Source: an optimization exercise on an open RTL-to-GDS flow (aim: small area). Production flows keep margins and buffers that such runs may drop.
The RTL was checked by simulation tests, not by an equivalence proof against the original design.
Power figures rest on the tool's default switching activity, not on a simulated workload.

### flow/design.v
module dm_spi_halfbit_timer (
  input  logic       clk,
  input  logic       rst,
  input  logic       run,
  input  logic [7:0] div,
  output logic       tick
);
  logic [7:0] cnt;
  always_ff @(posedge clk) begin
    if (!run || cnt == div) begin
      cnt <= '0;
    end else begin
      cnt <= cnt + 8'd1;
    end
  end
  assign tick = run && (cnt == div);
endmodule
module dm_spi_array_master #(
  parameter int unsigned NCHAN      = 6,
  parameter int unsigned FRAME_BITS = 24,
  parameter int unsigned ADDR_W     = 14
) (
  input  logic              clk,
  input  logic              rst,
  input  logic              RamBusSel,
  input  logic              RamBusWrnRd,
  input  logic              RamBusLatch,
  input  logic [ADDR_W-1:0] RamBusAddress,
  input  logic [31:0]       RamBusDataIn,
  output logic [31:0]       RamBusDataOut,
  output logic              RamBusAck,
  input  logic              Pps,
  output logic              Sck,
  output logic [NCHAN-1:0]  Mosi,
  input  logic [NCHAN-1:0]  Miso,
  output logic [NCHAN-1:0]  nCs,
  output logic              nLDac
);
  logic              run, arm;
  logic [5:0]        ph;
  logic [7:0]        div;
  logic              ldacEn, ppsTrig, done, err;
  logic [15:0]       frameCnt;
  logic [2:0]        ppsSync;
  logic [NCHAN-1:0]  chMask;
  logic              accPrev, ackReg;
  logic              goSetF, goArmF, abortF;
  logic              rdCtrl, rdStat, rdMask, rdBusy, rdArmed, rdDone;
  logic [NCHAN-1:0]  rdTx, rdRx;
  logic              frameEndD;
  logic [NCHAN-1:0]  rxUpd, txValid, rxValid;
  logic [FRAME_BITS-1:0] txData  [NCHAN];
  logic [FRAME_BITS-1:0] rxData  [NCHAN];
  logic [FRAME_BITS-1:0] rxShift [NCHAN];
  logic tick, busy, accStart, wr, rd, ppsEdge, zero;
  logic aCtrl, aStat, aMask, aTxB, aRxB;
  logic phHi, inHold, inLdac, lastTick, busyNext, armNext, ctrlOk;
  logic startSetup, frameEnd, sampleEn;
  logic [NCHAN-1:0] aIdx;
  assign busy     = run | arm;
  assign accStart = RamBusSel & RamBusLatch & ~accPrev;
  assign wr       = accStart & RamBusWrnRd;
  assign rd       = accStart & ~RamBusWrnRd;
  assign ppsEdge  = ppsSync[1] & ~ppsSync[2];
  assign zero     = (RamBusDataIn == 32'd0);
  assign aCtrl = (RamBusAddress[13:2] == 12'h000);
  assign aStat = (RamBusAddress[13:2] == 12'h001);
  assign aMask = (RamBusAddress[13:2] == 12'h002);
  assign aTxB  = (RamBusAddress[13:6] == 8'h04) & ~(RamBusAddress[5] | (RamBusAddress[4] & RamBusAddress[3]));
  assign aRxB  = (RamBusAddress[13:6] == 8'h08) & ~(RamBusAddress[5] | (RamBusAddress[4] & RamBusAddress[3]));
  for (genvar i = 0; i < NCHAN; i++) begin : gIdx
    assign aIdx[i] = (RamBusAddress[4:2] == 3'(i));
  end
  assign phHi   = ph[5] & ph[4];
  assign inHold = phHi & ph[0];
  assign inLdac = phHi & ph[1];
  dm_spi_halfbit_timer uTimer (
    .clk  (clk),
    .rst  (rst),
    .run  (run),
    .div  (div),
    .tick (tick)
  );
  assign lastTick   = tick & (inLdac | (inHold & ~ldacEn));
  assign frameEnd   = tick & inHold;
  assign sampleEn   = tick & ~ph[0] & ~phHi;
  assign startSetup = goSetF | (arm & ppsEdge & ~abortF);
  assign busyNext = arm | (run & ~lastTick);
  assign armNext  = arm & ~ppsEdge;
  assign ctrlOk   = ~busyNext | (armNext & zero);
  always_ff @(posedge clk or posedge rst) begin
    if (rst) begin
      accPrev   <= 1'b0;
      ackReg    <= 1'b0;
      goSetF    <= 1'b0;
      goArmF    <= 1'b0;
      abortF    <= 1'b0;
      rdCtrl    <= 1'b0;
      rdStat    <= 1'b0;
      rdMask    <= 1'b0;
      rdBusy    <= 1'b0;
      rdArmed   <= 1'b0;
      rdDone    <= 1'b0;
      rdTx      <= '0;
      rdRx      <= '0;
    end else begin
      accPrev <= RamBusSel & RamBusLatch;
      ackReg  <= accStart;
      goSetF  <= wr & aCtrl & RamBusDataIn[0] & ~RamBusDataIn[2] & ~busyNext;
      goArmF  <= wr & aCtrl & RamBusDataIn[0] & RamBusDataIn[2] & ~busyNext;
      abortF  <= wr & aCtrl & zero & armNext;
      rdCtrl  <= rd & aCtrl;
      rdStat  <= rd & aStat;
      rdMask  <= rd & aMask;
      rdBusy  <= rd & aStat & busy;
      rdArmed <= rd & aStat & arm;
      rdDone  <= rd & aStat & done;
      rdTx    <= {NCHAN{rd & aTxB}} & aIdx & txValid;
      rdRx    <= {NCHAN{rd & aRxB}} & aIdx & rxValid;
    end
  end
  always_ff @(posedge clk or posedge rst) begin
    if (rst) begin
      run       <= 1'b0;
      arm       <= 1'b0;
      div       <= '0;
      ldacEn    <= 1'b0;
      ppsTrig   <= 1'b0;
      chMask    <= '0;
      done      <= 1'b0;
      err       <= 1'b0;
      frameCnt  <= '0;
      ppsSync   <= '0;
      frameEndD <= 1'b0;
      rxUpd     <= '0;
      txValid   <= '0;
      rxValid   <= '0;
    end else begin
      ppsSync   <= {ppsSync[1:0], Pps};
      frameEndD <= frameEnd;
      rxUpd     <= {NCHAN{frameEnd}} & chMask;
      if (frameEnd) rxValid <= rxValid | chMask;
      if (frameEndD) frameCnt <= frameCnt + 16'd1;
      if (wr & aCtrl & ctrlOk) begin
        div     <= RamBusDataIn[15:8];
        ppsTrig <= RamBusDataIn[2];
        ldacEn  <= RamBusDataIn[1];
      end
      if (wr & aMask & ~busyNext) chMask <= RamBusDataIn[NCHAN-1:0];
      if (wr & aTxB & ~busyNext) txValid <= txValid | aIdx;
      if (wr & busyNext & ((aCtrl & ~(armNext & zero)) | aMask | aTxB)) err <= 1'b1;
      else if (wr & aStat & RamBusDataIn[2]) err <= 1'b0;
      if (wr & aStat & RamBusDataIn[1]) done <= 1'b0;
      else if (frameEnd) done <= 1'b1;
      if (startSetup) run <= 1'b1;
      else if (lastTick) run <= 1'b0;
      if (goArmF) arm <= 1'b1;
      else if (abortF | ppsEdge) arm <= 1'b0;
    end
  end
  always_ff @(posedge clk) begin
    if (startSetup) ph <= '0;
    else if (tick) ph <= ph + 6'd1;
  end
  for (genvar i = 0; i < NCHAN; i++) begin : gCh
    always_ff @(posedge clk) begin
      if (wr & aTxB & aIdx[i] & ~busyNext) txData[i] <= RamBusDataIn[FRAME_BITS-1:0];
      if (sampleEn) rxShift[i] <= {rxShift[i][FRAME_BITS-2:0], Miso[i]};
      if (rxUpd[i]) rxData[i] <= rxShift[i];
    end
    assign Mosi[i] = txValid[i] & chMask[i] & run & ~phHi & txData[i][5'd23 - ph[5:1]];
    assign nCs[i]  = ~(chMask[i] & run & ~inLdac);
  end
  always_comb begin
    RamBusDataOut = '0;
    if (rdCtrl) RamBusDataOut = RamBusDataOut | {16'd0, div, 5'd0, ppsTrig, ldacEn, 1'b0};
    if (rdStat) RamBusDataOut = RamBusDataOut | {frameCnt, 13'd0, err, 2'd0};
    RamBusDataOut = RamBusDataOut | {28'd0, rdArmed, 1'b0, rdDone, rdBusy};
    if (rdMask) RamBusDataOut[NCHAN-1:0] = RamBusDataOut[NCHAN-1:0] | chMask;
    for (int i = 0; i < NCHAN; i++) begin
      if (rdTx[i]) RamBusDataOut[FRAME_BITS-1:0] = RamBusDataOut[FRAME_BITS-1:0] | txData[i];
      if (rdRx[i]) RamBusDataOut[FRAME_BITS-1:0] = RamBusDataOut[FRAME_BITS-1:0] | rxData[i];
    end
  end
  assign Sck       = run & ph[0] & ~inHold;
  assign nLDac     = ~(run & inLdac);
  assign RamBusAck = ackReg;
endmodule
### flow/run.sh
#!/bin/bash
# synth_recipe.tcl (not shown) runs the flow's synth.tcl, then flattens the netlist and writes it again
# the make line also repeats each setting of config.mk as NAME=value (left out here)
make -C /OpenROAD-flow-scripts/flow DESIGN_CONFIG=/design/flow/config.mk WORK_HOME=/design/flow/orfs CLKGATE_MAP_FILE= SYNTH_SCRIPT=/design/flow/synth_recipe.tcl finish
### flow/config.mk
export PLATFORM = sky130hd
export DESIGN_NAME = dm_spi_array_master
export DESIGN_NICKNAME = dm_spi_array_master
export VERILOG_FILES = /design/flow/design.v
export SDC_FILE = /design/flow/constraint.sdc
export NUM_CORES = 4
export LEC_CHECK = 0
export ABC_AREA = 1
export CAP_MARGIN = 20
export CORE_MARGIN = 2
export CORE_UTILIZATION = 40
export SLEW_MARGIN = 20
### flow/constraint.sdc
create_clock -name core_clock -period 8.0 [get_ports {clk}]
set_input_delay 1.6000 -clock core_clock [delete_from_list [all_inputs] [get_ports {clk}]]
set_output_delay 1.6000 -clock core_clock [all_outputs]
set_load 0.01 [all_outputs]
==> flow_summary.toml, run 1 <==
[placement]
dp_slack_ps = 3267
portBuffers = 102
gp_congestion = 0.8936
dp_hpwl_mm = 38.25
place_area_mm2 = 0.02242

[timing]
tns_ps = 0
hold_violations = 0
rsz0062_at_grt = "no"
min_period_over_period_pct = 68.46
period_minus_slack_ps = 5477
fmax_ghz = 0.1826
fin_skew_ps = 20.17
layout_setup_ws_ps = 2523
drv_slew = 0
final-setup-viol-count = 0
worst_slew_pin_slew_ps = 1146
slew-limit-headroom_pct = 23.62

[die]
dieHeight_um = 231.0
start_util_pct = 40.35
io-pin-count = 105
core_area_mm2 = 0.05109
fp.dieW_um = 231.0
rows = 83
dieArea_mm2 = 0.05338

[synthesis]
ys_top_cells_by_count = "432 x edfxtp_1, 281 x nand2_1, 144 x inv_1, 124 x nor2_1, 91 x nand3_1"
synth_xor_area_share_pct = 0.8920
synth_fp_nets = 1685
seq_area_frac_synth_pct = 74.11
syn_area_mm2 = 0.02062
yosys-mux-area-fraction_pct = 0
async_flop_share_pct = 15.37
ys.flop_type = "edfxtp_1"
ys_seq_elements = 527
synthCells = 1623
netlist.area_leader.share_pct = 62.92
synth_top_family_by_area = "simple AND/OR/NAND/NOR gates"
synth_adder_area_share_pct = 0.2427
synth_compound_area_share_pct = 8.927
synth_simple_gate_area_share_pct = 11.78
ys_warn_count = 5
synth_area_leaders = "edfxtp_1 63%, dfrtp_1 9.8%, nand2_1 5.1%"
yosysTopAreaCell = "edfxtp_1"
yosysUniqueCellTypes = 44
synth-edff-count = 432
avgSynthCellArea_um2 = 12.70
synth.most_common_cell = "edfxtp_1"

[finish]
num-nets-final = 1807
syn2layout_area_growth_pct = 17.91
antenna_cells = 0
drive_gt1_share_pct = 8.058
finalInstanceArea_mm2 = 0.02431
fin_util_pct = 47.58

[outcome]
status = "finished clean"

[clock_network]
cts_hold_buf = 0
tritoncts = "built"
cts-buffers-inserted = 52
cts_resized = 0
clock-sinks = 527
cts_max_level = 2
clkLatencyLatePin_ps = 600
clk_pin_slew_ps = 70
post_cts_buffers = 0
cts_buffer_depth = 3
cts-root-buf = "clkbuf_16"

[critical_path]
critPathKind = "reg -> out"
crit_buf_inv = 3
cpPeakStageDelay_ps = 610
cp.arrival_ps = 3880
r2r_slack_ps = 4790
critPathSlowestCell = "clkdlybuf4s50_1"
worst-path-max-fanout = 58
end_kind = "primary output"
cp_cell_sequence = "buf_4 > inv_1 > nor2_1 > o21ai_1 > nand3_1 > nand3_1 > nand2_1 > nand2_1 > a21oi_1 > clkdlybuf4s50_1"
crit_path_start_kind = "flip-flop"
required_ps = 6400
crit_family = "buffers and inverters"

[drt]
wl_per_cell_um = 24.09
wl_mm = 59.42
vias = 13830
final_antenna_net_count = 0
drc = 0
firstDrtPassIters = 5
via_per_inst = 5.606
drtIter0Drc = 1706

[min_path]
hold_path.class = "reg -> reg"

[run]
cap_violations = 0

[global_routing]
grt_pass1_wl_mm = 86.74
antenna_found_initial = 1
grt_pass1_vias = 13310
globalRouteTotalUtil_pct = 22.16
grt_max_degree = 84
globalRoute.totalOverflow = 0

[power_and_ir_drop]
leakagePower_nw = 8.849
ir_drop_mv = 0.1577
power_density_mw_per_mm2 = 234.9
==> stage by stage <==
step / std cells / power (W) / hold slack [ps]
finish: 2467 / 0.005711 / 350.6
global placement: 2371 / 0.003077 / 344.6
global route: 2467 / 0.005868 / 369.3
CTS: 2467 / 0.005750 / 355.2
detailed placement: 2371 / 0.003078 / 337.8
floorplan: 1623 / 0.003023 / 331.2
==> worst reg2reg max path, cell delays in order (launching register included) <==
cell and delay, ps:
dfrtp_1 390, inv_1 120, nand2_1 70, nand2_1 60, nand2_1 50, nor2_1 140
nand2_1 120, inv_2 140, nand3_1 150, nor2_4 120, buf_4 640, buf_6 770
==> cells by family (layout without fill, tap and decap cells) <==
group           count (synthesis)  after routing
compound gates                298            298
xor+xnor                       21             21
fa+ha+maj                       4              4
buf+inv                       206            370
flops                         527            527
simple gates                  567            567
==> registers in the layout, summed over array words and instances, names as in the netlist, 3 cells and up <==
signal / count
rxShift: 144
rxValid: 6
ph: 6
txValid: 6
rxData: 144
rxUpd: 6
chMask: 6
frameCnt: 16
rdTx: 6
div: 8
txData: 144
uTimer.cnt: 8
ppsSync: 3
rdRx: 6
==> cells in the final DEF, fill, tap and decap left out, types with 3 or more instances in the layout <==
cell	instances
buf_4	21
nor3_1	22
o21ai_2	6
inv_1	143
nor2_1	117
ha_1	4
nand3_2	4
nand2_2	3
dfxtp_1	12
dfrtp_1	76
clkinv_1	9
clkbuf_16	52
o21ai_0	90
nand2_1	281
a22o_1	20
xnor2_1	11
clkbuf_1	5
nor2_2	7
o22ai_1	7
nand4_1	29
clkinv_2	13
a221oi_1	36
nor3b_1	4
clkdlybuf4s50_1	102
edfxtp_1	432
bufinv_16	13
dfrtp_2	5
clkbuf_8	3
o211ai_1	29
xor2_1	10
o21ai_1	26
a21oi_1	70
nand3_1	91
a211oi_1	7
==> layer usage <==
layer | GRT usage [%] | vias to the layer above | wire, um
met5 | 0 | - | 0
met4 | 6.956 | 0 | 1504
met3 | 3.666 | 96 | 5735
met2 | 34.38 | 715 | 26990
met1 | 32.01 | 6966 | 25190
li1 | - | 6053 | -
==> report_power, final <==
| group | total (W) | internal (W) | switching, W |
|---|---|---|---|
| sequential | 0.00295 | 0.00295 | 0.00000130 |
| clock | 0.00269 | 0.00164 | 0.00105 |
| combinational | 0.0000743 | 0.0000295 | 0.0000447 |
| total | 0.00571 | 0.00461 | 0.00110 |
==> layout make-up <==
class | count | area (um^2)
repair buffers | 125 | 1201
clock buffers | 60 | 1361
multi-input cells | 890 | 4527
fillers | 4548 | 26780
clock inverters | 36 | 519.2
flip-flops and latches | 527 | 15290
inverters | 149 | 560.5
well taps | 680 | 850.8
==> path summary, 6_finish.rpt <==
| path | start | end | cells past startpoint |
|---|---|---|---|
| max in group asynchronous | rst | rxUpd[2] | 3 |
| worst min-delay path | ppsSync[0] | ppsSync[1] | 0 |
| worst min register to register | ppsSync[0] | ppsSync[1] | 0 |
| min in group asynchronous | rst | ackReg | 3 |
| worst max register to register | div[1] | rxShift[1][4] | 11 |
| worst max-delay path | ph[2] | Mosi[5] | 10 |
==> run 2: changes to the inputs <==
--- a/flow/design.v
+++ b/flow/design.v
@@ -46,5 +46,6 @@
   logic              accPrev, ackReg;
   logic              goSetF, goArmF, abortF;
-  logic              rdCtrl, rdStat, rdMask, rdBusy, rdArmed, rdDone;
+  logic              rdCtrl, rdStat, rdMask, rdBusy, rdArmed, rdDone, rdTxB, rdRxB;
+  logic [2:0]        rdIdx;
   logic [NCHAN-1:0]  rdTx, rdRx;
   logic              frameEndD;
@@ -102,6 +103,6 @@
       rdArmed   <= 1'b0;
       rdDone    <= 1'b0;
-      rdTx      <= '0;
-      rdRx      <= '0;
+      rdTxB     <= 1'b0;
+      rdRxB     <= 1'b0;
     end else begin
       accPrev <= RamBusSel & RamBusLatch;
@@ -116,6 +117,6 @@
       rdArmed <= rd & aStat & arm;
       rdDone  <= rd & aStat & done;
-      rdTx    <= {NCHAN{rd & aTxB}} & aIdx & txValid;
-      rdRx    <= {NCHAN{rd & aRxB}} & aIdx & rxValid;
+      rdTxB   <= rd & aTxB;
+      rdRxB   <= rd & aRxB;
     end
   end
@@ -140,6 +141,6 @@
       frameEndD <= frameEnd;
       rxUpd     <= {NCHAN{frameEnd}} & chMask;
-      if (frameEnd) rxValid <= rxValid | chMask;
-      if (frameEndD) frameCnt <= frameCnt + 16'd1;
+      rxValid   <= rxValid | rxUpd;
+      frameCnt  <= frameCnt + {15'd0, frameEndD};
       if (wr & aCtrl & ctrlOk) begin
         div     <= RamBusDataIn[15:8];
@@ -159,7 +160,18 @@
     end
   end
+  for (genvar i = 0; i < NCHAN; i++) begin : gRdSel
+    assign rdTx[i] = rdTxB & (rdIdx == 3'(i)) & txValid[i];
+    assign rdRx[i] = rdRxB & (rdIdx == 3'(i)) & rxValid[i];
+  end
+  always_ff @(posedge clk) begin
+    rdIdx <= RamBusAddress[4:2];
+  end
   always_ff @(posedge clk) begin
     if (startSetup) ph <= '0;
     else if (tick) ph <= ph + 6'd1;
+  end
+  logic [FRAME_BITS-1:0] bitSel;
+  always_comb begin
+    for (int k = 0; k < FRAME_BITS; k++) bitSel[k] = run & (ph[5:1] == 5'(23 - k));
   end
   for (genvar i = 0; i < NCHAN; i++) begin : gCh
@@ -169,5 +181,5 @@
       if (rxUpd[i]) rxData[i] <= rxShift[i];
     end
-    assign Mosi[i] = txValid[i] & chMask[i] & run & ~phHi & txData[i][5'd23 - ph[5:1]];
+    assign Mosi[i] = txValid[i] & chMask[i] & |(txData[i] & bitSel);
     assign nCs[i]  = ~(chMask[i] & run & ~inLdac);
   end
--- a/flow/config.mk
+++ b/flow/config.mk
@@ -10,3 +10,6 @@
 export CORE_MARGIN = 2
 export CORE_UTILIZATION = 40
+export CTS_BUF_LIST = sky130_fd_sc_hd__clkbuf_16
+export CTS_CLUSTER_DIAMETER = 60
+export CTS_CLUSTER_SIZE = 25
 export SLEW_MARGIN = 20
==> run 2 against run 1 <==
- still clean on timing, DRC and antenna
- final cell count rose by 0.20%
- largest cell class unchanged
- sequential power fell by 1%
- first-iteration DRC count rose by 6.9%
- critical endpoint is now RamBusDataOut[10]
- design area fell by 3.5%
- via count fell by 4.6%
- clock skew fell by 1.1 ps
- count of clock-buffer cells in the layout fell by 23
- non-clock buffer count fell by 3
==> flow_summary.toml, run 2 <==
[outcome]
status = "finished clean"

[synthesis]
avgSynthCellArea_um2 = 12.33
synth_area_leaders = "edfxtp_1 64%, dfrtp_1 8.8%, nand2_1 8.5%"
syn_area_mm2 = 0.02025
synth-edff-count = 432
async_flop_share_pct = 13.65
yosysTopAreaCell = "edfxtp_1"
ys_warn_count = 5
ys_seq_elements = 520
synth_fp_nets = 1704
synthCells = 1642
netlist.area_leader.share_pct = 64.06
yosysUniqueCellTypes = 37
ys_top_cells_by_count = "461 x nand2_1, 432 x edfxtp_1, 129 x inv_1, 129 x nor2_1, 83 x nand3_1"
synth.most_common_cell = "nand2_1"
seq_area_frac_synth_pct = 74.52
ys.flop_type = "edfxtp_1"

[finish]
fin_util_pct = 46.86
syn2layout_area_growth_pct = 15.86
finalInstanceArea_mm2 = 0.02346
num-nets-final = 1835
drive_gt1_share_pct = 7.778
antenna_cells = 0
layout_common_cells = "461 x nand2_1, 432 x edfxtp_1, 128 x inv_1, 121 x nor2_1, 102 x clkdlybuf4s50_1"
final_common_cell = "nand2_1"
biggestRegsByFlops = "rxData x144, rxShift x144, txData x144"

[placement]
dp_hpwl_mm = 39.17
portBuffers = 102
gp_congestion = 0.8921
place_area_mm2 = 0.02220

[critical_path]
r2r_start = "div[7]"
crit_path_start_kind = "flip-flop"
cp.arrival_ps = 3970
rr_worst_depth = 6
startpoint = "rdIdx[0]"
r2r_slack_ps = 5400
worst-path-max-fanout = 22
end_kind = "primary output"
required_ps = 6400
critPathKind = "reg -> out"
r2r-end = "rxShift[1][15]"

[power_and_ir_drop]
ir_drop_mv = 0.1220
p_total_w = 0.004975
power_density_mw_per_mm2 = 212.1
leakagePower_nw = 8.595

[drt]
drtIter0Drc = 1824
drc = 0
final_antenna_net_count = 0
firstDrtPassIters = 5
wl_mm = 57.12
vias = 13190
via_per_inst = 5.336
wl_per_cell_um = 23.10

[timing]
final-setup-viol-count = 0
hold_violations = 0
tns_ps = 0
rsz0062_at_grt = "no"
fin_skew_ps = 19.08
worst_slew_pin_slew_ps = 1025
period_minus_slack_ps = 5574
slew-limit-headroom_pct = 31.50
drv_slew = 0
min_period_over_period_pct = 69.68
timing.hold.ws_ps = 360.1
fmax_ghz = 0.1794

[die]
dieHeight_um = 229.0
fp.dieW_um = 229.0
io-pin-count = 105
core_area_mm2 = 0.05007
rows = 82
start_util_pct = 40.44
dieArea_mm2 = 0.05244

[clock_network]
cts_buffer_depth = 3
clkLatencyLatePin_ps = 580
cts-root-buf = "clkbuf_16"
cts-buffers-inserted = 37
clock-sinks = 520
cts_hold_buf = 0
clk_pin_slew_ps = 80
cts_resized = 0
post_cts_buffers = 0
cts_max_level = 2
tritoncts = "built"

[global_routing]
grt_pass1_vias = 12870
grt_max_degree = 145
grt_pass1_wl_mm = 83.85
globalRoute.totalOverflow = 0
antenna_found_initial = 3
globalRouteTotalUtil_pct = 21.74

[min_path]
hold_start = "ppsSync[0]"
min_to = "ppsSync[1]"
hold_path_depth = 0
hold_path.class = "reg -> reg"

[run]
cap_violations = 0
==> run 2: metrics by stage <==
stage / cells / worst slack [ps]
after floorplan: 1642 / 921.1
after global placement: 2406 / 3143
after detailed placement: 2406 / 3099
after CTS: 2472 / 2469
after global routing: 2472 / 2276
final: 2472 / 2426
==> run 2: worst max-delay path, cell delays in order, from the launching register on <==
cell and delay [ps]:
dfxtp_1 370, nor2_2 330, nand3_1 810, o21ai_0 970
a221oi_1 180, nand3_1 190, clkdlybuf4s50_1 560
==> run 2: cell families after synthesis <==
logic type	after synthesis	synth area share (%)
AO/OA/AOI/OAI	170	5.394
XOR/XNOR	22	0.9515
adder cells (fa/ha/maj)	4	0.2472
buffers and inverters	168	3.232
flip-flops	520	74.52
AND/OR/NAND/NOR	758	15.66
==> run 2: worst max-delay path by stage <==
stage / end / slack [ps]
3_3_place_gp: RamBusDataOut[10] / 3140
4_1_cts: RamBusDataOut[9] / 2470
5_1_grt: RamBusDataOut[11] / 2280
2_1_floorplan: rxShift[0][0] / 920
6_report: RamBusDataOut[10] / 2430
3_5_place_dp: RamBusDataOut[10] / 3100
==> run 2: power by group <==
part	total [W]	leakage, nW	switching, W	internal [W]
clock network	0.00199	0.605	0.00105	0.000947
logic	0.0000721	3.00	0.0000433	0.0000287
registers	0.00291	4.99	0.00000275	0.00291
==> run 2: layout make-up <==
cell class | count | area [um^2]
clock buffer | 37 | 925.9
clock inverter | 29 | 331.6
fill | 4583 | 26610
inverter | 138 | 518.0
multi-input combinational | 954 | 4567
sequential | 520 | 15090
tap | 672 | 840.8
timing repair buffer | 122 | 1184
==> run 2: per-layer routing <==
layer | global-route usage (%) | up-vias | share of wire (%)
li1 | - | 5978 | -
met1 | 30.93 | 6517 | 44
met2 | 34.42 | 588 | 46
met3 | 3.374 | 105 | 7.6
met4 | 6.899 | 2 | 2.8
met5 | 0 | - | 0.032
==> run 3: changes to the inputs <==
--- a/flow/config.mk
+++ b/flow/config.mk
@@ -10,6 +10,6 @@
 export CORE_MARGIN = 2
 export CORE_UTILIZATION = 40
-export CTS_BUF_LIST = sky130_fd_sc_hd__clkbuf_16
-export CTS_CLUSTER_DIAMETER = 60
-export CTS_CLUSTER_SIZE = 25
+export CTS_BUF_LIST = sky130_fd_sc_hd__clkbuf_8
+export CTS_CLUSTER_DIAMETER = 50
+export CTS_CLUSTER_SIZE = 16
 export SLEW_MARGIN = 20
==> run 3 against run 2 <==
- combinational power about the same
- utilization decreased by 0.45 points
- critical path depth unchanged
- critical endpoint unchanged
- largest cell class unchanged
==> flow_summary.toml, run 3 <==
[outcome]
status = "finished clean"

[global_routing]
grt_pass1_wl_mm = 84.10
globalRouteTotalUtil_pct = 21.81
grt_pass1_vias = 12990
grt_max_degree = 145
antenna_found_initial = 3
globalRoute.totalOverflow = 0

[synthesis]
ys.flop_type = "edfxtp_1"
synth_xor_area_share_pct = 0.9516
yosys-mux-area-fraction_pct = 0
synth_fp_nets = 1704
synth-edff-count = 432
seq_area_frac_synth_pct = 74.52
synth_area_leaders = "edfxtp_1 64%, dfrtp_1 8.8%, nand2_1 8.5%"
synth_simple_gate_area_share_pct = 15.66
synth_adder_area_share_pct = 0.2472
ys_seq_elements = 520
ys_top_cells_by_count = "461 x nand2_1, 432 x edfxtp_1, 129 x inv_1, 129 x nor2_1, 83 x nand3_1"
yosysUniqueCellTypes = 37
synth_top_family_by_area = "simple AND/OR/NAND/NOR gates"
synthCells = 1642
yosysTopAreaCell = "edfxtp_1"
async_flop_share_pct = 13.65
synth.most_common_cell = "nand2_1"
ys_warn_count = 5
avgSynthCellArea_um2 = 12.33
syn_area_mm2 = 0.02025
netlist.area_leader.share_pct = 64.06
synth_compound_area_share_pct = 5.394

[clock_network]
clkLatencyLatePin_ps = 690
clock-sinks = 520
tritoncts = "built"
cts_buffer_depth = 3
post_cts_buffers = 0
cts_resized = 0
cts-root-buf = "clkbuf_8"
cts-buffers-inserted = 51
cts_max_level = 2
clk_pin_slew_ps = 90
cts_hold_buf = 0

[drt]
wl_per_cell_um = 22.93
via_per_inst = 5.302
drc = 0
vias = 13240
wl_mm = 57.24
drtIter0Drc = 1651
final_antenna_net_count = 0
firstDrtPassIters = 5

[critical_path]
end_kind = "primary output"
crit_family = "simple AND/OR/NAND/NOR gates"
r2r_start = "div[7]"
crit_buf_inv = 1
crit_path_start_kind = "flip-flop"
r2r-end = "rxShift[0][2]"
cpPeakStageDelay_ps = 930
cp.arrival_ps = 4040
r2r_slack_ps = 5300
cp_cell_sequence = "nor2_2 > nand3_1 > o21ai_0 > a221oi_1 > nand3_1 > clkdlybuf4s50_1"
rr_worst_depth = 6
worst-path-max-fanout = 22
required_ps = 6400
cp_common_cell = "nand3_1"
critPathKind = "reg -> out"
critPathSlowestCell = "o21ai_0"

[timing]
slew-limit-headroom_pct = 19.83
hold_violations = 0
final-setup-viol-count = 0
worst_slew_pin_slew_ps = 1203
min_period_over_period_pct = 70.51
rsz0062_at_grt = "no"
tns_ps = 0
fmax_ghz = 0.1773
drv_slew = 0
period_minus_slack_ps = 5641
fin_skew_ps = 45.22

[power_and_ir_drop]
p_sw_w = 0.001066
power_frac_comb_pct = 1.5
pwr-share-seq_pct = 62.2
power_density_mw_per_mm2 = 201.4
intPower_w = 0.003614
ir_drop_mv = 0.09828
p_clk_share_pct = 36.3
p_sw_share_pct = 22.78
leakagePower_nw = 8.498

[finish]
biggestRegsByFlops = "rxData x144, rxShift x144, txData x144"
drive_gt1_share_pct = 8.896
final_common_cell = "nand2_1"
layout_common_cells = "461 x nand2_1, 432 x edfxtp_1, 128 x inv_1, 121 x nor2_1, 102 x clkdlybuf4s50_1"
finalInstanceArea_mm2 = 0.02323
syn2layout_area_growth_pct = 14.74
num-nets-final = 1849

[placement]
dp_hpwl_mm = 39.17
gp_congestion = 0.8921
place_area_mm2 = 0.02220
portBuffers = 102

[min_path]
hold_path.class = "reg -> reg"
hold_start = "ppsSync[0]"
min_to = "ppsSync[1]"
hold_path_depth = 0

[die]
dieArea_mm2 = 0.05244
rows = 82
dieHeight_um = 229.0
start_util_pct = 40.44
io-pin-count = 105
core_area_mm2 = 0.05007
fp.dieW_um = 229.0

[run]
cap_violations = 0
==> run 3: cell types whose count changed in the layout (fill, tap and decap cells not counted), moves of 3 or more <==
cell,delta
clkbuf_8,+51
clkbuf_16,-37
clkinv_2,+5
inv_8,-5
clkinvlp_4,+4
clkinv_4,+3
diode_2,+3
inv_6,+3
==> run 3: layer usage <==
layer / part of all wire [%] / vias up / routed length (um) / GRT usage, %
met5: 0.021 / - / 12 / 0
met4: 2.8 / 2 / 1586 / 7.549
li1: - / 6000 / - / -
met3: 8.2 / 97 / 4679 / 3.934
met1: 43 / 6543 / 24570 / 30.71
met2: 46 / 593 / 26400 / 34.20
==> run 3: power groups by stage <==
stage          Combinational (W)  Sequential (W)  Clock, W
2_1_floorplan          0.0000169         0.00297         0
3_3_place_gp           0.0000708         0.00297         0
3_5_place_dp           0.0000717         0.00297         0
4_1_cts                0.0000722         0.00291   0.00174
5_1_grt                0.0000785         0.00291   0.00183
6_report               0.0000723         0.00291   0.00170
==> run 3: worst max-delay path by stage <==
stage / start / to / cells after the start
after floorplan: div[3] / rxShift[0][0] / 5
after global placement: rdIdx[0] / RamBusDataOut[10] / 6
after detailed placement: rdIdx[0] / RamBusDataOut[10] / 6
after CTS: rdIdx[0] / RamBusDataOut[10] / 6
after global routing: rdIdx[0] / RamBusDataOut[11] / 6
final: rdIdx[0] / RamBusDataOut[10] / 6
==> run 3: layout make-up <==
| class | instances | area [um^2] |
|---|---|---|
| diodes | 3 | 7.507 |
| flip-flops and latches | 520 | 15090 |
| clock buffers | 51 | 701.9 |
| fillers | 4603 | 26830 |
| repair buffers | 122 | 1184 |
| well taps | 672 | 840.8 |
| clock inverters | 36 | 322.8 |
| inverters | 138 | 518.0 |
| multi-input cells | 954 | 4567 |
==> run 3: cell families (layout without fill, tap and decap cells) <==
group / Yosys count / after routing
compound gates: 170 / 170
xor+xnor: 22 / 22
fa+ha+maj: 4 / 4
buf+inv: 168 / 347
flops: 520 / 520
other cells: 0 / 3
simple gates: 758 / 758
==> run 3: stage by stage <==
step	worst slack, ps	hold slack [ps]	instances	power [W]	utilization [%]
after global routing	2144	368.7	2494	0.004821	46.40
after CTS	2345	367.8	2493	0.004720	46.39
after global placement	3143	346.9	2406	0.003041	44.34
after detailed placement	3099	341.1	2406	0.003041	44.34
after floorplan	921.1	331.2	1642	0.002986	-
final	2359	359.9	2496	0.004679	46.41
==> run 4: changes to the inputs <==
==> flow/flow/run.sh (new file) <==
#!/bin/bash
# Own layout flow: the standard ORFS flow (standard.sh) with three changes:
#  1. synthesis is ORFS's synth.tcl run exactly as synth_recipe.tcl runs it, except that the
#     combinational mapping uses an area-oriented ABC script (flow/area.abc); the flip-flops
#     are mapped before ABC, so the registers, their names and cells are unchanged;
#  2. clock tree synthesis without dummy loads, with leaf clusters sized for the clock-pin
#     slew limit;
#  3. every port still gets a buffer, but of the smallest buffer cell.
# Each tool's output is in the ORFS logs under orfs/logs; make's own output is in flow_make.log.
set -euo pipefail
W=$(pwd)
F=$W/flow

# Build the synthesis script from synth_recipe.tcl: its first line (synth without fsm/share),
# then ORFS's synth.tcl with the ABC script swapped, then synth_recipe.tcl's remaining lines.
{
  head -n 1 "$W/synth_recipe.tcl"
  sed 's#^source \$::env(SCRIPTS_DIR)/synth_preamble.tcl$#&\nset abc_args [lreplace $abc_args 1 1 $::env(FLOW_AREA_ABC)]\nputs "area ABC script: $abc_args"#' \
    "$FLOW_HOME/scripts/synth.tcl"
  tail -n +3 "$W/synth_recipe.tcl"
} > "$W/synth_area.tcl"
grep -q 'FLOW_AREA_ABC' "$W/synth_area.tcl"

export FLOW_AREA_ABC="$F/area.abc"
export BUFFER_PORTS_ARGS="-buffer_cell sky130_fd_sc_hd__buf_1"
export CTS_ARGS="-sink_clustering_enable -repair_clock_nets -dont_use_dummy_load -buf_list sky130_fd_sc_hd__clkbuf_16 -sink_clustering_size 20 -sink_clustering_max_diameter 60"

bash "$W/standard.sh" \
  "SYNTH_SCRIPT=$W/synth_area.tcl" \
  "FLOW_AREA_ABC=$FLOW_AREA_ABC" \
  "BUFFER_PORTS_ARGS=$BUFFER_PORTS_ARGS" \
  "CTS_ARGS=$CTS_ARGS" \
  finish > "$W/flow_make.log" 2>&1
==> flow/flow/area.abc (new file) <==
strash
&get -n
&dc2
&dch -f
&nf -R 1000 -p -C 32 -F 8
&put
==> flow/standard.sh (new file) <==
#!/bin/bash
# synth_recipe.tcl (not shown) runs the flow's synth.tcl, then flattens the netlist and writes it again
# the make line also repeats each setting of config.mk as NAME=value (left out here)
make -C /OpenROAD-flow-scripts/flow DESIGN_CONFIG=/design/flow/config.mk WORK_HOME=/design/flow/orfs CLKGATE_MAP_FILE= SYNTH_SCRIPT=/design/flow/synth_recipe.tcl "${@:-finish}"
--- a/flow/config.mk
+++ b/flow/config.mk
@@ -6,10 +6,6 @@
 export NUM_CORES = 4
 export LEC_CHECK = 0
-export ABC_AREA = 1
 export CAP_MARGIN = 20
 export CORE_MARGIN = 2
 export CORE_UTILIZATION = 40
-export CTS_BUF_LIST = sky130_fd_sc_hd__clkbuf_8
-export CTS_CLUSTER_DIAMETER = 50
-export CTS_CLUSTER_SIZE = 16
 export SLEW_MARGIN = 20
removed: flow/run.sh
==> run 4 against run 3 <==
- clock power is essentially flat
- still clean
- final cell count fell by 27%
- critical path depth is 1 higher
- routed wire length shrank 0.31%
- largest cell class unchanged
- global-route usage rose by 1.8 points
- synthesized cell count shrank 37%
- largest power group unchanged
- sequential cell count is the same
- hold slack improved by 13 ps
- design area is 9.2% lower
- clock skew grew 10 ps
- worst setup slack improved by 310 ps
- utilization decreased by 1.0 points
==> flow_summary.toml, run 4 <==
[outcome]
status = "finished clean"

[die]
io-pin-count = 105
start_util_pct = 40.41
core_area_mm2 = 0.04646
dieArea_mm2 = 0.04868
fp.dieW_um = 220.6
rows = 79
dieHeight_um = 220.6

[timing]
drv_slew = 0
min_period_over_period_pct = 66.63
final-setup-viol-count = 0
fin_skew_ps = 55.41
period_minus_slack_ps = 5331
timing.hold.ws_ps = 372.6
slew-limit-headroom_pct = 29.99
fmax_ghz = 0.1876
hold_violations = 0
tns_ps = 0
worst_slew_pin_slew_ps = 1042
rsz0062_at_grt = "no"

[critical_path]
cp.arrival_ps = 3730
crit_path_start_kind = "flip-flop"
cp_cell_sequence = "clkinv_1 > or3_1 > nor3_1 > a222oi_1 > nand4_1 > o311a_1 > buf_1"
worst-path-max-fanout = 8
critPathKind = "reg -> out"
end_kind = "primary output"
cpPeakStageDelay_ps = 830
required_ps = 6400
critPathSlowestCell = "nor3_1"

[power_and_ir_drop]
ir_drop_mv = 0.1407
power_density_mw_per_mm2 = 220.8
leakagePower_nw = 6.989

[min_path]
hold_path.class = "reg -> reg"

[run]
cap_violations = 0

[finish]
finalNonFillerCells = 1812
syn2layout_area_growth_pct = 12.36
biggestRegsByFlops = "rxData x144, rxShift x144, txData x144"
final_common_cell = "edfxtp_1"
num-nets-final = 1266
fillers = 4043
drive_gt1_share_pct = 5.990
layout_common_cells = "432 x edfxtp_1, 102 x buf_1, 91 x a222oi_1, 71 x dfrtp_1, 51 x nand2_1"

[synthesis]
synth_top_family_by_area = "compound AO/OA/AOI/OAI gates"
yosysUniqueCellTypes = 44
synth_simple_gate_area_share_pct = 7.478
synth_compound_area_share_pct = 9.577
synth_adder_area_share_pct = 0.2666
ys.flop_type = "edfxtp_1"
yosys-mux-area-fraction_pct = 1.013
seq_area_frac_synth_pct = 80.37
synth-edff-count = 432
synth_area_leaders = "edfxtp_1 69%, dfrtp_1 9.5%, a222oi_1 4.9%"
syn_area_mm2 = 0.01877
netlist.area_leader.share_pct = 69.10
yosysTopAreaCell = "edfxtp_1"
synth_xor_area_share_pct = 1.213
ys_seq_elements = 520
synthCells = 1038
avgSynthCellArea_um2 = 18.09
synth.most_common_cell = "edfxtp_1"
ys_top_cells_by_count = "432 x edfxtp_1, 91 x a222oi_1, 71 x dfrtp_1, 51 x nand2_1, 50 x nor2_1"
ys_warn_count = 5
synth_fp_nets = 1100
async_flop_share_pct = 13.65

[clock_network]
clk_pin_slew_ps = 80
cts-root-buf = "clkbuf_16"
cts_buffer_depth = 3
cts_resized = 0
post_cts_buffers = 0
clock-sinks = 520
cts_max_level = 2
clkLatencyLatePin_ps = 580
cts-buffers-inserted = 38
tritoncts = "built"
cts_hold_buf = 0

[global_routing]
grt_max_degree = 75
antenna_found_initial = 6
grt_pass1_wl_mm = 80.30
globalRouteTotalUtil_pct = 23.63
globalRoute.totalOverflow = 0
grt_pass1_vias = 11050

[drt]
drc = 0
vias = 11320
wl_mm = 57.07
final_antenna_net_count = 0
via_per_inst = 6.247
drtIter0Drc = 2046
wl_per_cell_um = 31.49
firstDrtPassIters = 11

[placement]
portBuffers = 102
gp_congestion = 0.9593
place_inst = 1771
dp_hpwl_mm = 38.43
==> run 4: cell count changes after synthesis, sizes merged, moves of 33 or more <==
cell and delta:
o21ai -57, a22oi +33, nor2 -91, nand3 -75, nand2 -414, inv -138, a222oi +91
==> run 4: kinds of logic after synthesis <==
logic type,Yosys count
XOR/XNOR,26
AO/OA/AOI/OAI,201
AND/OR/NAND/NOR,266
flip-flops,520
multiplexers,17
adder cells (fa/ha/maj),4
buffers and inverters,4
==> run 4: final timing paths <==
| check | end | from | slack (ps) | cells past startpoint |
|---|---|---|---|---|
| worst min-delay path | ppsSync[1] | ppsSync[0] | 370 | 0 |
| max in group asynchronous | div[7] | rst | 6020 | 3 |
| worst max-delay path | Mosi[3] | run | 2670 | 7 |
| min in group asynchronous | frameCnt[15] | rst | 1320 | 3 |
| worst max register to register | rxShift[0][0] | div[1] | 4320 | 6 |
| worst min register to register | ppsSync[1] | ppsSync[0] | 370 | 0 |
==> run 4: layout make-up <==
cell class | count | area, um^2 | share of cell area, %
multi-input cells | 514 | 3709 | 17.58
diodes | 3 | 7.507 | 0.03559
inverters | 4 | 15.01 | 0.07118
repair buffers | 126 | 563.0 | 2.669
clock buffers | 38 | 950.9 | 4.508
flip-flops and latches | 520 | 15090 | 71.53
well taps | 607 | 759.5 | 3.600
==> run 4: per-layer routing <==
layer	up-vias	GRT usage [%]	wire, um
met5	-	0	26
met1	5775	33.71	23700
met2	711	35.45	25390
met3	100	5.911	6255
met4	4	8.022	1690
li1	4730	-	-
==> run 4: stage by stage <==
| stage | instance area, um^2 | total power [W] | setup WS [ps] | utilization (%) |
|---|---|---|---|---|
| floorplan | 18790 | 0.002981 | 1659 | - |
| global placement | 20140 | 0.003013 | 3419 | 43.34 |
| detailed placement | 20140 | 0.003014 | 3448 | 43.34 |
| CTS | 21090 | 0.004677 | 2801 | 45.39 |
| global route | 21090 | 0.004779 | 2683 | 45.39 |
| finish | 21090 | 0.004657 | 2669 | 45.41 |
==> run 4: worst max-delay path, delay by kind of cell (launching register included) <==
kind	cells	cell delay [ps]
compound gates	2	560
buf+inv	2	490
simple gates	3	1580
flops	1	530
==> run 4: where the power goes <==
part | switching [W] | total [W] | internal [W]
registers | 0.00000229 | 0.00291 | 0.00291
clock network | 0.000861 | 0.00170 | 0.000841
logic | 0.0000349 | 0.0000444 | 0.00000952
==> run 5: changes to the inputs <==
--- a/flow/flow/run.sh
+++ b/flow/flow/run.sh
@@ -24,5 +24,5 @@
 export FLOW_AREA_ABC="$F/area.abc"
 export BUFFER_PORTS_ARGS="-buffer_cell sky130_fd_sc_hd__buf_1"
-export CTS_ARGS="-sink_clustering_enable -repair_clock_nets -dont_use_dummy_load -buf_list sky130_fd_sc_hd__clkbuf_16 -sink_clustering_size 20 -sink_clustering_max_diameter 60"
+export CTS_ARGS="-sink_clustering_enable -repair_clock_nets -dont_use_dummy_load -buf_list sky130_fd_sc_hd__clkbuf_4 -sink_clustering_size 10 -sink_clustering_max_diameter 40"
 
 bash "$W/standard.sh" \
--- a/flow/config.mk
+++ b/flow/config.mk
@@ -6,6 +6,7 @@
 export NUM_CORES = 4
 export LEC_CHECK = 0
-export CAP_MARGIN = 20
+export CAP_MARGIN = 0
 export CORE_MARGIN = 2
-export CORE_UTILIZATION = 40
-export SLEW_MARGIN = 20
+export CORE_UTILIZATION = 65
+export GPL_TIMING_DRIVEN = 0
+export SLEW_MARGIN = 0
==> run 5 against run 4 <==
- the layout now fails its checks (max-capacitance violations, max-slew violations)
- utilization up 26 points
- clock power is 31% lower
- critical path depth is the same
- sequential power hardly changed
- sequential share of layout area rose by 2.2 points
- die area shrank 38%
- total power is 11% lower
- sequential cell count unchanged
- register-to-register slack worse by 240 ps
- clock skew grew 54 ps
- largest power group unchanged
==> flow_summary.toml, run 5 <==
[outcome]
status = "finished with violations"
violations = "max-capacitance violations, max-slew violations"

[clock_network]
cts_max_level = 3
cts_resized = 0
clk_pin_slew_ps = 110
cts_buffer_depth = 3
clock-sinks = 520
cts-root-buf = "clkbuf_4"
clkLatencyLatePin_ps = 730
tritoncts = "built"
post_cts_buffers = 0
cts-buffers-inserted = 66
cts_hold_buf = 0

[power_and_ir_drop]
pwr-share-seq_pct = 70.5
power_density_mw_per_mm2 = 201.5
leakagePower_nw = 6.826
p_sw_share_pct = 20.05
p_sw_w = 0.0008274
p_clk_share_pct = 28.4
power_frac_comb_pct = 1.1
intPower_w = 0.003299
ir_drop_mv = 0.1573

[drt]
wl_met2_mm = 24.37
wl_met3_mm = 6.954
via_per_inst = 7.343
m1WireLength_mm = 21.12
firstDrtPassIters = 9
vias = 11840
dr.max_layer_used = "met4"
drtIter0Drc = 2307
wl_mm = 54.36
final_antenna_net_count = 0
wl_per_cell_um = 33.70
drc = 0

[timing]
drv_slew = 50
timing.hold.ws_ps = 368.7
rsz0062_at_grt = "no"
fmax_ghz = 0.1732
min_period_over_period_pct = 72.18
worst_slew_pin_slew_ps = 1540
period_minus_slack_ps = 5775
fin_skew_ps = 109.4
slew-limit-headroom_pct = -2.672
hold_violations = 0
final-setup-viol-count = 0

[finish]
fillers = 1834
num-nets-final = 1290
biggestRegsByFlops = "rxData x144, rxShift x144, txData x144"
layout_common_cells = "432 x edfxtp_1, 102 x buf_1, 91 x a222oi_1, 68 x dfrtp_1, 66 x clkbuf_4"
drive_gt1_share_pct = 8.483
finalInstanceArea_mm2 = 0.02047
syn2layout_area_growth_pct = 9.057
final_common_cell = "edfxtp_1"

[critical_path]
end_kind = "primary output"
critPathSlowestCell = "nor3_1"
cp.arrival_ps = 4170
worst-path-max-fanout = 8
critPathKind = "reg -> out"
required_ps = 6400
cp_cell_sequence = "clkinv_1 > or3_1 > nor3_1 > a222oi_1 > nand4_1 > o311a_1 > buf_1"
cpPeakStageDelay_ps = 850
crit_path_start_kind = "flip-flop"

[synthesis]
syn_area_mm2 = 0.01877
ys_top_cells_by_count = "432 x edfxtp_1, 91 x a222oi_1, 71 x dfrtp_1, 51 x nand2_1, 50 x nor2_1"
seq_area_frac_synth_pct = 80.37
synthCells = 1038
avgSynthCellArea_um2 = 18.09
netlist.area_leader.share_pct = 69.10
ys_seq_elements = 520
synth-edff-count = 432
yosysTopAreaCell = "edfxtp_1"
synth_fp_nets = 1100
async_flop_share_pct = 13.65
ys.flop_type = "edfxtp_1"
synth_area_leaders = "edfxtp_1 69%, dfrtp_1 9.5%, a222oi_1 4.9%"
ys_warn_count = 5
yosysUniqueCellTypes = 44
synth.most_common_cell = "edfxtp_1"

[global_routing]
grt_max_degree = 38
globalRouteTotalUtil_pct = 36.55
grt_pass1_wl_mm = 77.90
grt_pass1_vias = 11410
globalRoute.totalOverflow = 0
antenna_found_initial = 3

[die]
dieHeight_um = 174.0
start_util_pct = 65.77
fp.dieW_um = 174.0
io-pin-count = 105
rows = 62
dieArea_mm2 = 0.03026
core_area_mm2 = 0.02855

[run]
cap_violations = 2

[placement]
gp_congestion = 1.011
place_area_mm2 = 0.01996
dp_hpwl_mm = 37.19
portBuffers = 102

[min_path]
hold_path.class = "reg -> reg"
-- run 5: cell types whose count changed in the layout (fill, tap and decap cells not counted), moves of 2 or more --
cell and change:
nor2_2 -2, buf_4 -23, dfrtp_2 +3, and3_1 -5
clkbuf_16 -38, nor2_4 +2, clkbuf_4 +66, dfrtp_1 -3
buf_16 +2, and3_2 +5, buf_6 +13, buf_8 +3
-- run 5: power groups by stage --
| stage | Sequential, W | Combinational, W | Clock (W) |
|---|---|---|---|
| 2_1_floorplan | 0.00297 | 0.0000108 | 0 |
| 3_3_place_gp | 0.00297 | 0.0000403 | 0 |
| 3_5_place_dp | 0.00297 | 0.0000434 | 0 |
| 4_1_cts | 0.00291 | 0.0000436 | 0.00118 |
| 5_1_grt | 0.00291 | 0.0000482 | 0.00128 |
| 6_report | 0.00291 | 0.0000449 | 0.00117 |
-- run 5: worst paths after layout --
check	cells past startpoint	from	end	slack (ps)
worst max-delay path	7	run	Mosi[3]	2230
worst min-delay path	0	ppsSync[0]	ppsSync[1]	370
worst max register to register	10	div[1]	txData[0][5]	4080
worst min register to register	0	ppsSync[0]	ppsSync[1]	370
max in group asynchronous	3	rst	done	6350
min in group asynchronous	2	rst	frameCnt[1]	920
-- run 5: cell families after synthesis --
group | share of synthesized area (%)
and+or+nand+nor | 7.477
buffers and inverters | 0.07995
adders and majority gates | 0.2666
AOI/OAI and AO/OA | 9.577
xor gates and xnor gates | 1.213
muxes | 1.013
DFF | 80.37
-- run 5: area by class of cell --
class	instances	area, um^2	area share (%)
timing repair buffer	122	656.9	3.208
clock buffer	66	495.5	2.420
inverter	4	16.27	0.07944
tap	384	480.5	2.347
antenna	3	7.507	0.03667
sequential	520	15090	73.72
multi-input combinational	514	3725	18.19
-- run 5: critical path, delay by kind of cell, from the launching register on --
kind | cells | cell delay, ps
AOI/OAI and AO/OA | 2 | 650
buffers and inverters | 2 | 500
and+or+nand+nor | 3 | 1780
DFF | 1 | 580
-- run 5: per-stage QoR --
stage / utilization, % / TNS (ps) / instances / power (W) / setup WS, ps
finish: 71.72 / 0 / 1613 / 0.004126 / 2225
global route: 71.71 / 0 / 1612 / 0.004242 / 2135
CTS: 71.67 / 0 / 1610 / 0.004134 / 2365
detailed placement: 69.93 / 0 / 1544 / 0.003013 / 3094
global placement: 68.86 / -103290 / 1524 / 0.003010 / -747.5
floorplan: - / 0 / 1038 / 0.002981 / 1659
-- run 5: layer usage --
| metal | track usage (%) | vias to the layer above |
|---|---|---|
| li1 | - | 4799 |
| met2 | 54.61 | 1006 |
| met5 | 0 | - |
| met4 | 13.97 | 0 |
| met1 | 53.83 | 5918 |
| met3 | 8.202 | 121 |
==> run 6: changes to the inputs <==
--- a/flow/config.mk
+++ b/flow/config.mk
@@ -6,7 +6,7 @@
 export NUM_CORES = 4
 export LEC_CHECK = 0
-export CAP_MARGIN = 0
+export CAP_MARGIN = 20
 export CORE_MARGIN = 2
-export CORE_UTILIZATION = 65
+export CORE_UTILIZATION = 55
 export GPL_TIMING_DRIVEN = 0
-export SLEW_MARGIN = 0
+export SLEW_MARGIN = 20
==> run 6 against run 5 <==
- the run now finishes clean
- clock power barely moved
- final cell count is 5.0% higher
- routed wire length rose by 2.8%
- sequential cell count is the same
- critical endpoint unchanged
- largest power group unchanged
==> flow_summary.toml, run 6 <==
[clock_network]
cts_hold_buf = 0
clkLatencyLatePin_ps = 760
cts-buffers-inserted = 69
cts-root-buf = "clkbuf_4"
clock-sinks = 520
clk_pin_slew_ps = 100
cts_buffer_depth = 3
tritoncts = "built"
cts_resized = 0
post_cts_buffers = 0
cts_max_level = 3

[outcome]
status = "finished clean"

[timing]
period_minus_slack_ps = 5473
fin_skew_ps = 73.74
drv_slew = 0
hold_violations = 0
final-setup-viol-count = 0
min_period_over_period_pct = 68.42
slew-limit-headroom_pct = 27.95
timing.hold.ws_ps = 332.7
rsz0062_at_grt = "no"
fmax_ghz = 0.1827
worst_slew_pin_slew_ps = 1077

[drt]
drtIter0Drc = 2164
drc = 0
final_antenna_net_count = 0
wl_mm = 55.86
via_per_inst = 6.866
wl_per_cell_um = 32.99
vias = 11620
firstDrtPassIters = 8

[power_and_ir_drop]
leakagePower_nw = 6.946
power_density_mw_per_mm2 = 199.2
ir_drop_mv = 0.1471
p_total_w = 0.004150

[finish]
layout_common_cells = "432 x edfxtp_1, 102 x buf_1, 91 x a222oi_1, 69 x clkbuf_4, 65 x dfrtp_1"
syn2layout_area_growth_pct = 10.95
finalNonFillerCells = 1693
biggestRegsByFlops = "rxData x144, rxShift x144, txData x144"
final_common_cell = "edfxtp_1"
num-nets-final = 1307
fillers = 2476
drive_gt1_share_pct = 10.38
finalInstanceArea_mm2 = 0.02083

[synthesis]
ys_top_cells_by_count = "432 x edfxtp_1, 91 x a222oi_1, 71 x dfrtp_1, 51 x nand2_1, 50 x nor2_1"
yosysUniqueCellTypes = 44
ys_warn_count = 5
synth_area_leaders = "edfxtp_1 69%, dfrtp_1 9.5%, a222oi_1 4.9%"
ys.flop_type = "edfxtp_1"
seq_area_frac_synth_pct = 80.37
netlist.area_leader.share_pct = 69.10
synth.most_common_cell = "edfxtp_1"
ys_seq_elements = 520
synth-edff-count = 432
yosysTopAreaCell = "edfxtp_1"
synth_fp_nets = 1100
async_flop_share_pct = 13.65
syn_area_mm2 = 0.01877
synthCells = 1038
avgSynthCellArea_um2 = 18.09

[min_path]
hold_path_depth = 0
hold_path.class = "reg -> reg"

[global_routing]
grt_max_degree = 72
globalRoute.totalOverflow = 0
grt_pass1_vias = 11180
antenna_found_initial = 3
grt_pass1_wl_mm = 78.85
globalRouteTotalUtil_pct = 31.90

[die]
dieHeight_um = 188.8
dieArea_mm2 = 0.03563
fp.dieW_um = 188.8
rows = 67
io-pin-count = 105
start_util_pct = 55.99
core_area_mm2 = 0.03353

[placement]
dp_hpwl_mm = 39.67
gp_congestion = 0.9799
place_inst = 1622
portBuffers = 102
place_area_mm2 = 0.02031

[critical_path]
crit_path_start_kind = "flip-flop"
required_ps = 6400
r2r_slack_ps = 4320
worst-path-max-fanout = 8
cp.arrival_ps = 3870
end_kind = "primary output"
rr_worst_depth = 12
critPathKind = "reg -> out"

[run]
cap_violations = 0
run 6: cell types whose count changed in the layout (fill, tap and decap cells not counted), sizes merged:
| cell | delta |
|---|---|
| buf | +14 |
| clkbuf | +3 |
| diode | -1 |
run 6: cell type report:
type                       count  area, um^2  area share, %
timing repair buffer         136       898.4          4.313
inverter                       4       20.02        0.09611
sequential                   520       15100          72.48
tap                          448       560.5          2.691
multi-input combinational    514        3731          17.91
antenna                        2       5.005        0.02403
clock buffer                  69       518.0          2.487
run 6: final timing paths:
kind | from | end
worst max register to register | div[1] | txData[4][7]
max in group asynchronous | rst | rxUpd[2]
min in group asynchronous | rst | frameCnt[4]
worst min-delay path | ppsSync[0] | ppsSync[1]
worst min register to register | ppsSync[0] | ppsSync[1]
worst max-delay path | run | Mosi[3]
run 6: critical path, cell delays in order (launching register included):
cell and delay (ps):
dfrtp_1 570, clkinv_1 340, or3_1 500, nor3_1 760, a222oi_1 270, nand4_1 240, o311a_1 260, buf_1 170
run 6: power by group:
group,switching [W],internal [W],leakage (nW)
registers,0.00000226,0.00291,4.99
logic,0.0000348,0.00000908,1.64
clock network,0.000798,0.000398,0.317
total,0.000836,0.00331,6.95
run 6: metrics by stage:
stage	setup TNS, ps	setup WS, ps	util, %
floorplan	0	1659	-
global placement	-143600	-1010	58.86
detailed placement	0	3437	60.56
CTS	0	2554	62.10
global route	0	2453	62.11
finish	0	2527	62.12
run 6: logic make-up (layout without fill, tap and decap cells):
| logic type | Yosys count | in the layout | synth area share, % |
|---|---|---|---|
| simple gates | 266 | 266 | 7.477 |
| fa+ha+maj | 4 | 4 | 0.2666 |
| compound gates | 201 | 201 | 9.577 |
| flops | 520 | 520 | 80.37 |
| other cells | 0 | 2 | 0 |
| mux | 17 | 17 | 1.013 |
| xor+xnor | 26 | 26 | 1.213 |
| buf+inv | 4 | 209 | 0.07995 |
run 6: layer usage:
metal  global-route usage, %  wire [um]  up-vias
met1                   45.61      22230     5886
met2                   47.44      25200      792
met5                       0          0        -
li1                        -          -     4841
met4                   9.736       1547        0
met3                   10.08       6884      105
==> run 7: changes to the inputs <==
--- a/flow/config.mk
+++ b/flow/config.mk
@@ -9,4 +9,3 @@
 export CORE_MARGIN = 2
 export CORE_UTILIZATION = 55
-export GPL_TIMING_DRIVEN = 0
 export SLEW_MARGIN = 20
==> run 7 against run 6 <==
- die area did not move
- critical path depth rose by 1
- combinational power hardly changed
- design area shrank 1.7%
- global-route usage increased by 0.20 points
- register-to-register slack better by 230 ps
- utilization shrank 1.0 points
- non-clock buffer count fell by 10
- highest routed layer unchanged
- synthesized cell count did not move
- count of clock-buffer cells in the layout unchanged
==> flow_summary.toml, run 7 <==
[finish]
num-nets-final = 1297
drive_gt1_share_pct = 8.516
biggestRegsByFlops = "rxData x144, rxShift x144, txData x144"
finalNonFillerCells = 1684
fillers = 2542
final_common_cell = "edfxtp_1"
layout_common_cells = "432 x edfxtp_1, 102 x buf_1, 91 x a222oi_1, 70 x dfrtp_1, 69 x clkbuf_4"
syn2layout_area_growth_pct = 9.110

[timing]
drv_slew = 0
min_period_over_period_pct = 66.93
fmax_ghz = 0.1868
fin_skew_ps = 104.0
final-setup-viol-count = 0
hold_violations = 0
worst_slew_pin_slew_ps = 1015
period_minus_slack_ps = 5354
rsz0062_at_grt = "no"
slew-limit-headroom_pct = 31.78
tns_ps = 0

[critical_path]
crit_path_start_kind = "flip-flop"
critPathKind = "reg -> out"
endpoint = "Mosi[5]"
r2r_slack_ps = 4550
cp.arrival_ps = 3750
end_kind = "primary output"
required_ps = 6400
rr_worst_depth = 10
worst-path-max-fanout = 8
r2r-end = "txData[0][8]"
startpoint = "run"
r2r_start = "div[1]"

[run]
cap_violations = 0

[die]
dieArea_mm2 = 0.03563
io-pin-count = 105
dieHeight_um = 188.8
rows = 67
fp.dieW_um = 188.8
core_area_mm2 = 0.03353
start_util_pct = 55.99

[drt]
drtIter0Drc = 1929
via_per_inst = 6.885
vias = 11590
final_antenna_net_count = 0
drc = 0
wl_per_cell_um = 33.32
wl_mm = 56.11
firstDrtPassIters = 10

[clock_network]
tritoncts = "built"
cts-buffers-inserted = 69
cts_buffer_depth = 3
cts-root-buf = "clkbuf_4"
cts_max_level = 3
clk_pin_slew_ps = 90
clkLatencyLatePin_ps = 760
post_cts_buffers = 0
cts_hold_buf = 0
cts_resized = 0
clock-sinks = 520

[synthesis]
yosysTopAreaCell = "edfxtp_1"
synth_area_leaders = "edfxtp_1 69%, dfrtp_1 9.5%, a222oi_1 4.9%"
synth_fp_nets = 1100
synth-edff-count = 432
synth.most_common_cell = "edfxtp_1"
synthCells = 1038
avgSynthCellArea_um2 = 18.09
syn_area_mm2 = 0.01877
seq_area_frac_synth_pct = 80.37
ys_seq_elements = 520
async_flop_share_pct = 13.65
ys_warn_count = 5
yosysUniqueCellTypes = 44
ys_top_cells_by_count = "432 x edfxtp_1, 91 x a222oi_1, 71 x dfrtp_1, 51 x nand2_1, 50 x nor2_1"
netlist.area_leader.share_pct = 69.10
ys.flop_type = "edfxtp_1"

[placement]
dp_hpwl_mm = 38.10
portBuffers = 102
place_inst = 1611
gp_congestion = 0.9692

[global_routing]
globalRouteTotalUtil_pct = 32.10
grt_max_degree = 76
grt_pass1_vias = 11180
antenna_found_initial = 3
globalRoute.totalOverflow = 0
grt_pass1_wl_mm = 79.52

[power_and_ir_drop]
ir_drop_mv = 0.1392
leakagePower_nw = 6.842
power_density_mw_per_mm2 = 202.7

[outcome]
status = "finished clean"

[min_path]
hold_path.class = "reg -> reg"
hold_path_depth = 0
[run 7: how the worst min path moves through the flow]
stage / start / to / slack, ps
CTS: ppsSync[0] / ppsSync[1] / 360
global route: ppsSync[0] / ppsSync[1] / 380
floorplan: ppsSync[0] / ppsSync[1] / 330
finish: ppsSync[0] / ppsSync[1] / 360
global placement: ppsSync[0] / ppsSync[1] / 340
detailed placement: ppsSync[0] / ppsSync[1] / 350
[run 7: layer usage]
layer	part of all wire, %	track usage [%]	vias to the layer above
li1	-	-	4810
met1	41	47.90	5854
met2	45	47.29	843
met3	12	7.376	87
met4	2.8	10.61	0
met5	0	0	-
[run 7: per-stage QoR]
step | hold WS [ps] | setup WS [ps] | instance area [um^2] | power (W) | util, %
finish | 360.2 | 2646 | 20480 | 0.004152 | 61.09
global route | 381.1 | 2616 | 20480 | 0.004289 | 61.08
CTS | 361.2 | 2701 | 20450 | 0.004181 | 60.99
detailed placement | 347.2 | 3522 | 19930 | 0.003013 | 59.44
global placement | 335.0 | 3519 | 19930 | 0.003012 | 59.44
floorplan | 331.2 | 1659 | 18790 | 0.002981 | -
[run 7: power by group]
part | internal [W] | switching [W] | total, W | leakage, nW
clock network | 0.000398 | 0.000800 | 0.00120 | 0.317
registers | 0.00291 | 0.00000226 | 0.00291 | 5.00
logic | 0.00000956 | 0.0000347 | 0.0000442 | 1.52
total | 0.00331 | 0.000837 | 0.00415 | 6.84
[run 7: cell type report]
cell class	count	area, um^2	area share, %
multi-input combinational	514	3710	18.11
clock buffer	69	518.0	2.529
tap	448	560.5	2.736
inverter	4	15.01	0.07330
sequential	520	15090	73.67
antenna	3	7.507	0.03665
timing repair buffer	126	583.1	2.846
[run 7: worst max-delay path, cell delays in order, from the launching register on]
cell and delay (ps):
dfrtp_1 570, clkinv_1 330, nor2_1 210, nand3_1 160
nor3_1 830, a222oi_1 290, nand4_1 210, o311a_1 270
buf_1 170
[run 7: cells by family (layout without fill, tap and decap cells)]
family,Yosys count,in the layout,share of synthesized area (%)
DFF,520,520,80.37
AOI/OAI and AO/OA,201,201,9.577
muxes,17,17,1.013
and+or+nand+nor,266,266,7.477
xor gates and xnor gates,26,26,1.213
adders and majority gates,4,4,0.2666
other,0,3,0
buffers and inverters,4,199,0.07995
==> run 8: changes to the inputs <==
--- a/flow/design.v
+++ b/flow/design.v
@@ -172,4 +172,10 @@
   end
   logic [FRAME_BITS-1:0] bitSel;
+  logic [7:0] loSel;
+  logic [2:0] hiSel;
+  always_comb begin
+    for (int k = 0; k < 8; k++) loSel[k] = (ph[3:1] == 3'(7 - k));
+    for (int g = 0; g < 3; g++) hiSel[g] = run & (ph[5:4] == 2'(2 - g));
+  end
   always_comb begin
     for (int k = 0; k < FRAME_BITS; k++) bitSel[k] = run & (ph[5:1] == 5'(23 - k));
@@ -181,5 +187,9 @@
       if (rxUpd[i]) rxData[i] <= rxShift[i];
     end
-    assign Mosi[i] = txValid[i] & chMask[i] & |(txData[i] & bitSel);
+    logic [2:0] grp;
+    for (genvar g = 0; g < 3; g++) begin : gG
+      assign grp[g] = hiSel[g] & |(txData[i][8*g +: 8] & loSel);
+    end
+    assign Mosi[i] = txValid[i] & chMask[i] & |grp;
     assign nCs[i]  = ~(chMask[i] & run & ~inLdac);
   end
==> flow/flow/area.abc (replaced) <==
strash
&get -n
&dc2
&dch -f
&nf -R 1000 -p -C 32 -F 8
&put
strash
&get -n
&dc2
&dch -f
&nf -R 1000 -p -C 32 -F 8
&put
==> run 8 against run 7 <==
- sequential power about the same
- final cell count decreased by 1.3%
- routed wire length decreased by 7.8%
- area after synthesis decreased by 0.49%
- global-route usage decreased by 2.6 points
- first-iteration DRC count increased by 6.1%
- non-clock buffer count unchanged
- sequential share of layout area increased by 0.40 points
- critical path depth decreased by 2
- sequential cell count unchanged
- critical endpoint is now Mosi[1]
- largest cell class unchanged
- largest power group unchanged
- highest routed layer unchanged
==> flow_summary.toml, run 8 <==
[critical_path]
r2r_start = "div[1]"
crit_path_start_kind = "flip-flop"
critPathSlowestCell = "a222oi_1"
cpPeakStageDelay_ps = 730
required_ps = 6400
cp.arrival_ps = 3480

[power_and_ir_drop]
p_total_w = 0.004147
power_density_mw_per_mm2 = 203.5
leakagePower_nw = 6.769

[die]
start_util_pct = 55.72
core_area_mm2 = 0.03353
dieArea_mm2 = 0.03546
dieHeight_um = 188.3
rows = 67

[finish]
regArea_mm2 = 0.01509
drive_gt1_share_pct = 8.753
biggestRegsByFlops = "rxData x144, rxShift x144, txData x144"
finalNonFillerCells = 1662
syn2layout_area_growth_pct = 9.054
layout_common_cells = "432 x edfxtp_1, 104 x a222oi_1, 102 x buf_1, 69 x dfrtp_1, 68 x clkbuf_4"

[global_routing]
globalRouteTotalUtil_pct = 29.48
grt_max_degree = 79
grt_pass1_vias = 11230
globalRoute.totalOverflow = 0
grt_pass1_wl_mm = 74.88

[clock_network]
tritoncts = "built"
clock-sinks = 520
cts-root-buf = "clkbuf_4"
post_cts_buffers = 0
clk_pin_slew_ps = 90
cts_hold_buf = 0
clkLatencyLatePin_ps = 760
cts-buffers-inserted = 68
cts_max_level = 3

[synthesis]
synth_simple_gate_area_share_pct = 7.199
synth_fp_nets = 1079
yosysUniqueCellTypes = 39
netlist.area_leader.share_pct = 69.43
avgSynthCellArea_um2 = 18.37
synth.most_common_cell = "edfxtp_1"
synth_top_family_by_area = "compound AO/OA/AOI/OAI gates"
ys_top_cells_by_count = "432 x edfxtp_1, 104 x a222oi_1, 71 x dfrtp_1, 47 x nand2_1, 39 x nor2_1"
ys.flop_type = "edfxtp_1"
synth_xor_area_share_pct = 0.9845
yosysTopAreaCell = "edfxtp_1"
seq_area_frac_synth_pct = 80.77
ys_warn_count = 5
synth_adder_area_share_pct = 0.2679

[timing]
period_minus_slack_ps = 5082
timing.hold.ws_ps = 382.1
fin_skew_ps = 54.48
fmax_ghz = 0.1968
hold_violations = 0
tns_ps = 0
rsz0062_at_grt = "no"
drv_slew = 0
worst_slew_pin_slew_ps = 1050

[placement]
dp_hpwl_mm = 32.32
portBuffers = 102
place_inst = 1591
gp_congestion = 0.9043

[drt]
via_per_inst = 6.822
drtIter0Drc = 2046
vias = 11340
wl_per_cell_um = 31.13
drc = 0
firstDrtPassIters = 9

[outcome]
status = "finished clean"

[min_path]
hold_path.class = "reg -> reg"
hold_start = "ppsSync[0]"

[run]
cap_violations = 0
run 8: cell types whose count changed in the layout (fill, tap and decap cells not counted), sizes merged, moves of 5 or more:
cell	change
a222oi	+13
nor2	-11
and2	+7
nand4	-7
and3	+6
nor3b	+6
o311a	-6
nand2b	-5
nor2b	-5
nor3	-5
run 8: critical path: cells and delay by family (launching register included):
kind / cells / cell delay [ps]
buffers and inverters: 1 / 160
AO/OA/AOI/OAI: 2 / 1150
AND/OR/NAND/NOR: 3 / 970
flip-flops: 1 / 460
run 8: path summary, 6_finish.rpt:
kind	to	cells after the start
setup / recovery	Mosi[1]	6
hold / removal	ppsSync[1]	0
setup reg to reg	txData[2][0]	10
hold reg to reg	ppsSync[1]	0
max in group asynchronous	rxUpd[5]	3
min in group asynchronous	rxValid[1]	3
run 8: area by class of cell:
class	count	share of cell area, %
clock buffers	68	2.506
diodes	3	0.03685
well taps	448	2.751
repair buffers	126	2.763
inverters	3	0.06141
flip-flops and latches	520	74.07
multi-input cells	494	17.81
run 8: per-layer routing:
layer | track usage [%] | share of wire (%) | vias up
met5 | 0 | 0 | -
met4 | 12.23 | 3.9 | 0
met3 | 6.593 | 10 | 131
met2 | 45.96 | 47 | 760
met1 | 40.77 | 39 | 5698
li1 | - | - | 4749
run 8: cell families after synthesis:
group,Yosys count
simple gates,249
fa+ha+maj,4
mux,17
flops,520
buf+inv,3
compound gates,203
xor+xnor,21
run 8: where the power goes:
| part | switching [W] | internal [W] |
|---|---|---|
| logic | 0.0000315 | 0.00000921 |
| clock network | 0.000804 | 0.000393 |
| registers | 0.00000237 | 0.00291 |
| total | 0.000838 | 0.00331 |
run 8: through the flow:
stage	instance area (um^2)	setup WS [ps]	util [%]
2_1_floorplan	18690	945.3	-
3_3_place_gp	19860	3445	59.22
3_5_place_dp	19860	3376	59.22
4_1_cts	20370	2967	60.74
5_1_grt	20370	2813	60.75
6_report	20370	2918	60.76

Check on run 8: ideal ports give 2.918 ns setup slack; a clkbuf_16 on the clock port and buf_2 on the inputs give 2.872 ns; moving port delays by the midpoint clock arrival (0.776 ns) as well gives 3.256 ns.
